Source: an optimization exercise on an open RTL-to-GDS flow (aim: a short achievable clock period and few clock cycles). Production flows keep margins and buffers that such runs may drop. Only the layout flow was run in this run; the RTL was not checked for function there. Power and IR drop assume default switching activity.

## design/flow/config.mk

```make
export PLATFORM = sky130hd
export DESIGN_NAME = rs485_half_duplex_frame_buffer_top
export DESIGN_NICKNAME = rs485_half_duplex_frame_buffer_top
export VERILOG_FILES = /design/flow/design.v
export SDC_FILE = /design/flow/constraint.sdc
export NUM_CORES = 4
export LEC_CHECK = 0
export CAP_MARGIN = 20
export CORE_MARGIN = 2
export CORE_UTILIZATION = 40
export SLEW_MARGIN = 20
```

## design/flow/constraint.sdc

```tcl
create_clock -name core_clock -period 4.6 [get_ports {clock}]
set_input_delay 0.9200 -clock core_clock [delete_from_list [all_inputs] [get_ports {clock}]]
set_output_delay 0.9200 -clock core_clock [all_outputs]
set_load 0.01 [all_outputs]
```

## design/flow/design.v

```verilog
`timescale 1ns / 1ps
package rs485_pkg;
   localparam int MODE_W  = 3;
   localparam int DATA_W  = 8;
   localparam int LIMIT_W = 16;
   localparam int KIND_W  = 2;
   localparam int COUNT_W = 7;
   localparam int TIMEOUT_W = 16;
   localparam logic [TIMEOUT_W-1:0] TIMEOUT_RESET = 16'd9;
   localparam logic [15:0] IDLE_MAX = 16'hFFFF;
   localparam logic [MODE_W-1:0] MODE_WRITE    = 3'd0;
   localparam logic [MODE_W-1:0] MODE_READ     = 3'd1;
   localparam logic [MODE_W-1:0] MODE_RX       = 3'd2;
   localparam logic [MODE_W-1:0] MODE_TX_READY = 3'd3;
   localparam logic [MODE_W-1:0] MODE_TX_DONE  = 3'd4;
   localparam logic [MODE_W-1:0] MODE_TICK     = 3'd5;
   localparam logic [KIND_W-1:0] KIND_STATUS    = 2'd0;
   localparam logic [KIND_W-1:0] KIND_TX_BYTE   = 2'd1;
   localparam logic [KIND_W-1:0] KIND_HOST_BYTE = 2'd2;
   localparam logic [KIND_W-1:0] KIND_NO_FRAME  = 2'd3;
   typedef enum logic [1:0] {
      PH_RECEIVING = 2'd0,
      PH_SENDING   = 2'd1,
      PH_DRAINING  = 2'd2
   } link_phase_type;
   typedef enum logic [1:0] {
      ST_IDLE     = 2'd0,
      ST_TX_FETCH = 2'd1,
      ST_FRAME    = 2'd2
   } ctrl_state_type;
endpackage
`timescale 1ns / 1ps
module rs485_ram #(
   parameter int WIDTH = 8,
   parameter int DEPTH = 64
) (
   input  logic                     clock,
   input  logic                     wr_en,
   input  logic [$clog2(DEPTH)-1:0] wr_addr,
   input  logic [WIDTH-1:0]         wr_data,
   input  logic                     shift,
   output logic [WIDTH-1:0]         head0,
   output logic [WIDTH-1:0]         head1
);
   logic [DEPTH*WIDTH-1:0] mem;
   always_ff @(posedge clock) begin
      for (int i = 0; i < DEPTH - 1; i++) begin
         if (shift) begin
            mem[i*WIDTH +: WIDTH] <= mem[(i+1)*WIDTH +: WIDTH];
         end else if (wr_en && wr_addr == i) begin
            mem[i*WIDTH +: WIDTH] <= wr_data;
         end
      end
      if (!shift && wr_en && wr_addr == DEPTH - 1) begin
         mem[(DEPTH-1)*WIDTH +: WIDTH] <= wr_data;
      end
   end
   assign head0 = mem[0 +: WIDTH];
   assign head1 = mem[WIDTH +: WIDTH];
endmodule
`timescale 1ns / 1ps
import rs485_pkg::*;
module rs485_half_duplex_frame_buffer_top #(
   parameter int BUFFER_DEPTH = 64
) (
   input  logic                            clock,
   input  logic                            reset,
   input  logic                            req_valid,
   output logic                            req_stall,
   input  logic [rs485_pkg::MODE_W-1:0]    req_mode,
   input  logic [rs485_pkg::DATA_W-1:0]    req_data,
   input  logic                            req_last,
   input  logic [rs485_pkg::LIMIT_W-1:0]   req_read_limit,
   output logic                            rsp_valid,
   input  logic                            rsp_stall,
   output logic [rs485_pkg::KIND_W-1:0]    rsp_kind,
   output logic [rs485_pkg::DATA_W-1:0]    rsp_byte_out,
   output logic                            rsp_final_res,
   output logic                            rsp_driver_enable,
   output logic [rs485_pkg::COUNT_W-1:0]   rsp_byte_count,
   input  logic                            csr_wr_en,
   input  logic [rs485_pkg::TIMEOUT_W-1:0] csr_wr_data
);
   localparam int AW = $clog2(BUFFER_DEPTH);
   localparam int CW = $clog2(BUFFER_DEPTH + 1);
   localparam logic [CW-1:0] DEPTH_C = CW'(BUFFER_DEPTH);
   localparam int RW = KIND_W + DATA_W + 1 + 1 + COUNT_W;
   logic                  r_valid;
   logic [MODE_W-1:0]     r_mode;
   logic [DATA_W-1:0]     r_data;
   logic                  r_last;
   logic [CW-1:0]         r_limit;       
   logic [TIMEOUT_W-1:0]  r_tmo;         
   logic                  ready_ff, ready_in;
   logic [1:0]            phase_ff, phase_in;
   logic                  driving_ff, driving_in;
   logic [CW-1:0]         tx_cnt_ff, tx_cnt_in;
   logic [CW-1:0]         rx_len_ff, rx_len_in;
   logic [15:0]           idle_ff, idle_in;
   logic [TIMEOUT_W-1:0]  timeout_ff;
   logic [CW-1:0]         left_ff, left_in;    
   logic [CW-1:0]         total_ff, total_in;
   logic                  o_valid_ff, s_valid_ff;
   logic [RW-1:0]         o_ff, s_ff;
   logic                  proc, strm, produce, pop;
   logic [RW-1:0]         p;
   logic [KIND_W-1:0]     p_kind;
   logic [DATA_W-1:0]     p_byte;
   logic                  p_final, p_de;
   logic [COUNT_W-1:0]    p_count;
   logic                  tx_we, tx_shift, rx_we, rx_shift;
   logic [DATA_W-1:0]     tx_h0, tx_h1, rx_h0, rx_h1;
   logic [CW-1:0]         frame_n, tx_new;
   logic                  s_valid_in;
   rs485_ram #(.WIDTH(DATA_W), .DEPTH(BUFFER_DEPTH)) u_tx_ram (
      .clock  (clock),
      .wr_en  (tx_we),
      .wr_addr(tx_cnt_ff[AW-1:0]),
      .wr_data(r_data),
      .shift  (tx_shift),
      .head0  (tx_h0),
      .head1  (tx_h1)
   );
   rs485_ram #(.WIDTH(DATA_W), .DEPTH(BUFFER_DEPTH)) u_rx_ram (
      .clock  (clock),
      .wr_en  (rx_we),
      .wr_addr(rx_len_ff[AW-1:0]),
      .wr_data(r_data),
      .shift  (rx_shift),
      .head0  (rx_h0),
      .head1  (rx_h1)
   );
   assign frame_n = (rx_len_ff <= r_limit) ? rx_len_ff : r_limit;
   assign tx_new  = (tx_cnt_ff < DEPTH_C) ? CW'(tx_cnt_ff + 1'b1) : tx_cnt_ff;
   always_comb begin
      proc       = ready_ff && r_valid;
      strm       = (left_ff != '0) && !s_valid_ff;
      phase_in   = phase_ff;
      driving_in = driving_ff;
      tx_cnt_in  = tx_cnt_ff;
      rx_len_in  = rx_len_ff;
      idle_in    = idle_ff;
      left_in    = left_ff;
      total_in   = total_ff;
      tx_we      = 1'b0;
      tx_shift   = 1'b0;
      rx_we      = 1'b0;
      rx_shift   = 1'b0;
      p_kind     = KIND_STATUS;
      p_byte     = '0;
      p_final    = 1'b1;
      p_count    = '0;
      if (strm) begin
         rx_shift = 1'b1;
         left_in  = CW'(left_ff - 1'b1);
         p_kind   = KIND_HOST_BYTE;
         p_byte   = rx_h1;
         p_final  = (left_ff == CW'(1));
         p_count  = COUNT_W'(total_ff);
      end else if (proc) begin
         case (r_mode)
            MODE_WRITE: begin
               if (phase_ff == PH_RECEIVING) begin
                  tx_we     = (tx_cnt_ff < DEPTH_C);
                  tx_cnt_in = tx_new;
                  if (r_last) begin
                     driving_in = 1'b1;
                     phase_in   = PH_SENDING;
                  end
                  p_count = COUNT_W'(tx_new);
               end
            end
            MODE_READ: begin
               if (rx_len_ff == '0) begin
                  idle_in = '0;
                  p_kind  = KIND_NO_FRAME;
               end else if (idle_ff < r_tmo) begin
                  p_kind  = KIND_NO_FRAME;
               end else begin
                  rx_len_in = '0;
                  if (frame_n != '0) begin
                     p_kind   = KIND_HOST_BYTE;
                     p_byte   = rx_h0;
                     p_final  = (frame_n == CW'(1));
                     p_count  = COUNT_W'(frame_n);
                     left_in  = CW'(frame_n - 1'b1);
                     total_in = frame_n;
                  end
               end
            end
            MODE_RX: begin
               if (phase_ff == PH_RECEIVING) begin
                  rx_we     = 1'b1;
                  rx_len_in = rx_len_ff[CW-1] ? CW'(1) : CW'(rx_len_ff + 1'b1);
                  idle_in   = '0;
               end
            end
            MODE_TX_READY: begin
               if (phase_ff == PH_SENDING) begin
                  if (tx_cnt_ff != '0) begin
                     tx_shift  = 1'b1;
                     tx_cnt_in = CW'(tx_cnt_ff - 1'b1);
                     p_kind    = KIND_TX_BYTE;
                     p_byte    = tx_h0;
                  end else begin
                     phase_in = PH_DRAINING;
                  end
               end
            end
            MODE_TX_DONE: begin
               if (phase_ff == PH_DRAINING) begin
                  driving_in = 1'b0;
                  phase_in   = PH_RECEIVING;
                  tx_cnt_in  = '0;
               end
            end
            MODE_TICK: begin
               if (idle_ff != IDLE_MAX) begin
                  idle_in = idle_ff + 16'd1;
               end
            end
            default: begin
            end
         endcase
      end
      p_de    = driving_in;
      p       = {p_kind, p_byte, p_final, p_de, p_count};
      produce = strm || proc;
      pop     = o_valid_ff && !rsp_stall;
      s_valid_in = o_valid_ff && rsp_stall && (s_valid_ff || produce);
      ready_in   = !s_valid_in && (left_in == '0);
   end
   always_ff @(posedge clock) begin
      if (reset) begin
         r_valid    <= 1'b0;
         ready_ff   <= 1'b1;
         phase_ff   <= PH_RECEIVING;
         driving_ff <= 1'b0;
         tx_cnt_ff  <= '0;
         rx_len_ff  <= '0;
         idle_ff    <= '0;
         timeout_ff <= TIMEOUT_RESET;
         left_ff    <= '0;
         o_valid_ff <= 1'b0;
         s_valid_ff <= 1'b0;
      end else begin
         if (ready_ff) begin
            r_valid <= req_valid;
         end
         ready_ff   <= ready_in;
         phase_ff   <= phase_in;
         driving_ff <= driving_in;
         tx_cnt_ff  <= tx_cnt_in;
         rx_len_ff  <= rx_len_in;
         idle_ff    <= idle_in;
         if (csr_wr_en) begin
            timeout_ff <= csr_wr_data;
         end
         left_ff    <= left_in;
         o_valid_ff <= s_valid_ff || produce || (o_valid_ff && rsp_stall);
         s_valid_ff <= s_valid_in;
      end
   end
   always_ff @(posedge clock) begin
      if (ready_ff) begin
         r_mode  <= req_mode;
         r_data  <= req_data;
         r_last  <= req_last;
         r_limit <= (req_read_limit[LIMIT_W-1:CW] != '0) ? {CW{1'b1}} : req_read_limit[CW-1:0];
         r_tmo   <= timeout_ff;
      end
      total_ff <= total_in;
      if (!s_valid_ff) begin
         s_ff <= p;
      end
      if (!o_valid_ff || !rsp_stall) begin
         o_ff <= s_valid_ff ? s_ff : p;
      end
   end
   assign req_stall = !ready_ff;
   assign rsp_valid = o_valid_ff;
   assign {rsp_kind, rsp_byte_out, rsp_final_res, rsp_driver_enable, rsp_byte_count} = o_ff;
endmodule
```

## design/flow/run.sh

```bash
#!/bin/bash
# synth_recipe.tcl (not shown) runs the flow's synth.tcl, then flattens the netlist and writes it again
# the make line also repeats each setting of config.mk as NAME=value (left out here)
make -C /OpenROAD-flow-scripts/flow DESIGN_CONFIG=/design/flow/config.mk WORK_HOME=/design/flow/orfs CLKGATE_MAP_FILE= SYNTH_SCRIPT=/design/flow/synth_recipe.tcl finish
```

==> results.txt <==
Final setup viols 0; clock-pin slew on the worst setup and hold paths 60 ps; internal power 26130 µW; Post-CTS Setup Bufs 0; port bufs 69; final wirelength 97.30 mm; Worst setup EP type register; Hold Crit Class reg2reg; PwrDens 682.5 mW/mm²; Final Slew Violations 0; final critical-path required period 3955 ps; clock network fraction of design power 25.9%; proportion of layout cells with a drive suffix above 1 11.60%; drt drc 0; via count 26080; Synth cell types 66; Leak 0.02338 µW; MaxCap Viol Count 0; CORE AREA 0.1165 mm²; Post-synth EDFFs 1085; cts repair resizes 0; Initial Util 40.48%; largest net degree at the start of global routing 233; Vias/cell 5.374; Wirelength per Cell 20.05 µm; Synth Flop Type edfxtp_1; CP max FO 18; Switch Pwr 10620 µW; sequential cell fraction of total power 47.3%; n_diodes 0; Worst Slack Setup Final 645.0 ps; Final #Nets 3313; # IOs 70; DP HPWL 58.78 mm; antenna violations before repair 3; FMAX 252.8 MHz; Final GP Congestion 0.8369; first-pass GRT wire length 152.6 mm; Least-Margin Pin Slew 1067 ps; Switching Fraction 28.90%; clk_skew 25.67 ps; Slowest Stage Delay on Critical Path 570 ps; Yosys warning total 2; # hold bufs at CTS 0; Final Util 46.21%; die span in y 347.4 µm; Arr. time, crit path 4560 ps; Design Area, Final 0.05384 mm²; vias in the first global route 25600; crit-path most repeated cell ha_1; Area Overhead vs Synth 14.15%; syn_nets 3252; post-synthesis sequential area ratio 72.42%; worst skew pair latency 710 ps; Comb power frac 26.7%; post-placement setup slack 724.9 ps; placed instance area 0.04997 mm²; setup TNS 0 ps; cells after synthesis 3166; flops & latches, synth 1164; fillers 10140; CTS buffer count 118; drt pass-1 iters 5; CP Data Required Time 5210 ps; multi-input logic area 0.01177 mm²; RSZ-0062 raised after global routing no; CTS max path bufs 3; CTS tree built; Post-Synthesis Cell Area 0.04717 mm²; slew margin rel. 28.90%; Avg Synthesized Cell Area 14.90 µm²; Chip Width 347.4 µm; CP Buf/Inv Count 2; crit path kind reg2reg; Async SR Flop Fraction 0%; CTS root buf clkbuf_16; Antenna Nets Post-Route 0; die area 0.1207 mm²; CP top delay family compound AO/OA/AOI/OAI gates; Hold Slack 430.9 ps; ratio of final minimum period to clock period 85.98%; Global Route Usage Sum 16.03%; register area 0.03416 mm²; CTS H-tree depth 3; number of clock sinks 1164; run status finished clean; FP Rows 125; GR Overflow Total 0; Starting DRT DRC Count 2477; peak supply drop 0.8794 mV; critical path, cell by cell ha_1 -> a21oi_1 -> o21ai_1 -> o22ai_2 -> buf_4 -> mux2i_1 -> ha_1 -> inv_1 -> or3_1 -> xor2_1 -> nand2_1 -> o21ai_0 -> nand4_4 -> o311ai_2 -> nand2_2 -> o41ai_2; startpoint types register; Final Hold Fails 0; Crit-path slowest cell dfxtp_1
## routing by layer
layer	GRT usage [%]	up-vias	share of wire, %
li1	-	12110	-
met1	23.79	13240	48
met2	24.17	604	44
met3	2.939	125	5.6
met4	4.286	0	1.7
met5	0	-	0
## per-stage QoR
step | total power, µW | instances
finish | 36750 | 4853
global route | 38770 | 4853
CTS | 37190 | 4853
detailed placement | 27560 | 4631
floorplan | 24370 | 3166
global placement | 27330 | 4631
## cell families after synthesis
family	Yosys count	share of synthesized area, %
and+or+nand+nor	306	3.276
buffers and inverters	321	2.732
adders and majority gates	37	0.9814
xor gates and xnor gates	30	0.5570
AOI/OAI and AO/OA	1282	19.47
DFF	1164	72.42
muxes	26	0.5570
## registers in the layout, indices dropped and copies added (netlist names), 2 cells and up
name / flops
left_ff: 7
timeout_ff: 16
u_rx_ram.mem: 512
r_mode: 3
o_ff: 19
idle_ff: 16
total_ff: 7
phase_ff: 2
s_ff: 19
r_tmo: 16
r_data: 8
r_limit: 7
u_tx_ram.mem: 512
tx_cnt_ff: 7
rx_len_ff: 7
## worst register-to-register path, delay by kind of cell (launching register included)
family / cells / cell delay, ps
buf+inv: 2 / 340
compound gates: 6 / 1150
xor+xnor: 1 / 140
mux: 1 / 450
flops: 1 / 570
fa+ha+maj: 2 / 610
simple gates: 4 / 600
## power groups by stage
| stage | registers [µW] | logic [µW] | clock network, µW |
|---|---|---|---|
| 5_1_grt | 17600 | 11000 | 10200 |
| 3_5_place_dp | 17600 | 9950 | 0 |
| 2_1_floorplan | 17400 | 6940 | 0 |
| 4_1_cts | 17400 | 10000 | 9740 |
| 6_report | 17400 | 9830 | 9530 |
| 3_3_place_gp | 17500 | 9800 | 0 |
## Yosys cell counts, drive strengths merged (2+ instances only)
library cell / instances / area, µm²
a211o: 2 / 17.52
a21boi: 2 / 15.02
a21o: 1010 / 7582
a21oi: 34 / 181.4
a22oi: 27 / 202.7
a311oi: 4 / 35.03
a31oi: 7 / 43.79
and2: 22 / 137.6
and3: 6 / 37.54
and4: 4 / 35.03
buf: 68 / 339.1
clkbuf: 213 / 799.5
dfxtp: 79 / 1582
edfxtp: 1085 / 32580
ha: 37 / 462.9
inv: 40 / 150.1
mux2: 2 / 22.52
mux2i: 24 / 240.2
nand2: 89 / 339.1
nand2b: 11 / 68.82
nand3: 25 / 125.1
nand3b: 6 / 45.04
nand4: 12 / 96.34
nor2: 73 / 276.5
nor2b: 7 / 43.79
nor3: 17 / 100.1
nor3b: 3 / 22.52
nor4: 4 / 25.02
o21ai: 173 / 869.6
o221ai: 2 / 17.52
o22ai: 7 / 63.81
o311ai: 2 / 25.03
or2: 12 / 75.07
or3: 9 / 56.30
or4: 4 / 37.53
xnor2: 12 / 105.1
xor2: 18 / 157.7
## cells in the final DEF (no fill, tap or decap), drive strengths merged, types with 3 or more instances in the layout
cell           count
or3                9
buf              154
nor2              73
or4                4
or2               12
clkdlybuf4s50     68
nand2b            11
nand2             89
and3               6
and2              22
clkbuf           164
a22oi             27
nand4             12
a21o            1010
a21oi             34
nor4               4
xnor2             12
clkinv            43
edfxtp          1085
nand3b             6
a31oi              7
o22ai              7
dfxtp             79
inv               46
nor2b              7
a311oi             4
o21ai            173
and4               4
nor3b              3
nor3              17
xor2              18
nand3             25
bufinv             7
mux2i             24
ha                37
## path summary, 6_finish.rpt
check | from | to | slack [ps] | depth (start not counted)
max | rx_len_ff[4]$_SDFFE_PP0P_ | ready_ff$_SDFF_PP1_ | 650 | 16
max reg2reg | rx_len_ff[4]$_SDFFE_PP0P_ | ready_ff$_SDFF_PP1_ | 650 | 16
min | timeout_ff[8]$_SDFFE_PP0P_ | r_tmo[8]$_DFFE_PP_ | 430 | 0
min reg2reg | timeout_ff[8]$_SDFFE_PP0P_ | r_tmo[8]$_DFFE_PP_ | 430 | 0
## area by class of cell
type	instances	area share [%]
Tap cell	1524	3.541
Timing Repair Buffer	222	3.685
Clock inverter	58	0.9690
Multi-Input combinational cell	1681	21.85
Clock buffer	164	6.221
Inverter	40	0.2788
Sequential cell	1164	63.45

==> separate check: timing with driven ports <==
How much do the figures lean on ideal ports? The routed layout below was timed once more, with nothing changed but the port constraints. Step 1, drivers: a clkbuf_16 drives clock and a buf_2 each remaining input, both assumed. Step 2 also shifts input and output timing later by t, the mid clock arrival at the registers, as if the neighbouring blocks saw the same clock. Slacks: ideal ports / drivers / drivers and shift; pairs: ideal ports / drivers.
shift t [ns]: 0.774
slack for setup (ns): 0.645 / 0.645 / 0.645
worst setup path at the end: register to register
latest minus earliest clock arrival (ns): 0.028 / 0.029
cell pins on the clock port's net: 1
After both steps setup and hold are still met in this run. The setup slack of this run moves by 0.000 ns with the drivers and by 0.000 ns with both steps.
